Context: an optimization exercise on an open-source flow, tuned for small area, a short achievable clock period and few clock cycles per item. The choices shown serve that exercise and are no tape-out recipe. In this exercise RTL edits were held to simulation tests only and were not proved equivalent to the original. No activity file was given, so power comes from the tool's default toggle rates.

// iso8601_utc_timestamp_parser_unit
module iso8601_utc_timestamp_parser_unit (
   input  wire logic        clock,
   input  wire logic        reset,
   input  wire logic        req_tvalid,
   output      logic        req_tready,
   input  wire logic [7:0]  req_tdata,    
   input  wire logic        req_tlast,    
   output      logic        rsp_tvalid,
   input  wire logic        rsp_tready,
   output      logic [39:0] rsp_tdata,    
   output      logic        rsp_tuser     
);
clock: 7.0 ns
lec_check: 0
cap_margin: 20
core_margin: 2
core_utilization: 30
cts_buf_list: sky130_fd_sc_hd__clkbuf_8
setup_slack_margin: 3.75
slew_margin: 20
tns_end_percent: 5
standard.sh (not shown) runs the stock make flow with config.mk's settings and CLKGATE_MAP_FILE= SYNTH_SCRIPT=/design/flow/synth_recipe.tcl, a recipe that flattens the netlist after the stock synthesis.
==> flow/flow/run.sh <==
#!/bin/bash
# The standard layout, with the port buffers made from the smallest buffer cell and timing
# repair that sizes gates and buffers nets but does not clone gates.
set -euo pipefail
export BUFFER_PORTS_ARGS="-buffer_cell sky130_fd_sc_hd__buf_1"
export SKIP_GATE_CLONING=1
bash standard.sh > standard.log 2>&1
The starting point passed the timing, DRC and antenna checks.
Testbench counts at the start, summed over its fixed seeds: cycles 32,016, items 1,600.
Rerun with:
--- a/flow/config.mk
+++ b/flow/config.mk
@@ -10,5 +10,5 @@
 export CORE_UTILIZATION = 30
 export CTS_BUF_LIST = sky130_fd_sc_hd__clkbuf_8
-export SETUP_SLACK_MARGIN = 3.75
+export SETUP_SLACK_MARGIN = 3.5
 export SLEW_MARGIN = 20
 export TNS_END_PERCENT = 5
Non-clock buffer count falls by 21.
Die area stays the same.
Core utilization decreases by 0.92 points.
Via count went down by 0.58%.
Combinational power went down by about 4%.
Clock power increases by 22%.
Rerun with:
--- a/flow/config.mk
+++ b/flow/config.mk
@@ -8,5 +8,5 @@
 export CAP_MARGIN = 20
 export CORE_MARGIN = 2
-export CORE_UTILIZATION = 30
+export CORE_UTILIZATION = 40
 export CTS_BUF_LIST = sky130_fd_sc_hd__clkbuf_8
 export SETUP_SLACK_MARGIN = 3.5
Area after synthesis stays the same.
Power went up by 2.9%.
Count of clock-buffer cells in the layout went up by 1.
Worst setup slack got worse by 39 ps.
Rerun with:
--- a/flow/config.mk
+++ b/flow/config.mk
@@ -8,7 +8,7 @@
 export CAP_MARGIN = 20
 export CORE_MARGIN = 2
-export CORE_UTILIZATION = 40
+export CORE_UTILIZATION = 30
 export CTS_BUF_LIST = sky130_fd_sc_hd__clkbuf_8
-export SETUP_SLACK_MARGIN = 3.5
+export SETUP_SLACK_MARGIN = 3.0
 export SLEW_MARGIN = 20
 export TNS_END_PERCENT = 5
Global-route usage went down by 5.4 points; power went down by 1.7%; count of clock-buffer cells in the layout went down by 1; setup slack degrades by 290 ps.
Rerun with:
--- a/flow/config.mk
+++ b/flow/config.mk
@@ -10,5 +10,5 @@
 export CORE_UTILIZATION = 30
 export CTS_BUF_LIST = sky130_fd_sc_hd__clkbuf_8
-export SETUP_SLACK_MARGIN = 3.0
+export SETUP_SLACK_MARGIN = 4.0
 export SLEW_MARGIN = 20
 export TNS_END_PERCENT = 5
Outcome:
- core utilization rose by 2.1 points
- worst setup slack gains 450 ps
- fmax rose by roughly a tenth

---

P:
Another version of the RTL of iso8601_utc_timestamp_parser_unit (not shown whole).
For scale: roughly 900 cells after synthesis, roughly 95 flip-flops, ~56 I/O pins, ~7600 um^2 of cells after synthesis.
Settings: LEC_CHECK=0, CAP_MARGIN=20, CORE_MARGIN=2, CORE_UTILIZATION=30, CTS_BUF_LIST=sky130_fd_sc_hd__clkbuf_8, SETUP_SLACK_MARGIN=4.5, SLEW_MARGIN=20, TNS_END_PERCENT=5; clock period 7.0 ns.
==> flow/flow/run.sh <==
#!/bin/bash
# The standard layout, with the port buffers made from the smallest buffer cell.
set -euo pipefail
export BUFFER_PORTS_ARGS="-buffer_cell sky130_fd_sc_hd__buf_1"
bash standard.sh > standard.log 2>&1
Testbench counts of P, summed over its fixed seeds: cycles 32,016, items 1,600.
The inputs of Q differ from those of P as listed below.
Settings: SETUP_SLACK_MARGIN now 3.5, was 4.5.
==> run summary <==
The proportion of layout cells with a drive suffix above 1 of Q and that of P are within noise of each other. Taking P as the reference, in Q wire length now larger; core utilization comparable.

==> what the ideal ports hide <==
No port has a modelled driver above. Below, the same layouts with a new extraction and two added sets of constraints.
Step 1: set_driving_cell puts a clkbuf_16 on clock and a buf_2 on each other input, an assumption about the parent block.
Step 2 also shifts input and output timing later by t, the mid clock arrival at the registers, as if the neighbouring blocks saw the same clock.
Slacks: ideal ports / drivers / drivers and shift; pairs: ideal ports / drivers.
run | t, ns | slack for setup (ns) | worst slew at a driven data input, ns | cell pins on the clock port's net
the first run of note 1 | 0.412 | 3.696 / 3.696 / 3.696 | 0.03 | 1
the second run of note 1 | 0.416 | 3.620 / 3.620 / 3.620 | 0.03 | 1
the third run of note 1 | 0.418 | 3.581 / 3.581 / 3.581 | 0.03 | 1
the fourth run of note 1 | 0.427 | 3.296 / 3.296 / 3.296 | 0.03 | 1
the fifth run of note 1 | 0.410 | 3.741 / 3.741 / 3.741 | 0.03 | 1
P | 0.411 | 2.992 / 2.992 / 2.992 | 0.03 | 1
Q | 0.408 | 3.075 / 3.076 / 3.076 | 0.03 | 1
After both steps setup and hold are still met in every run listed.
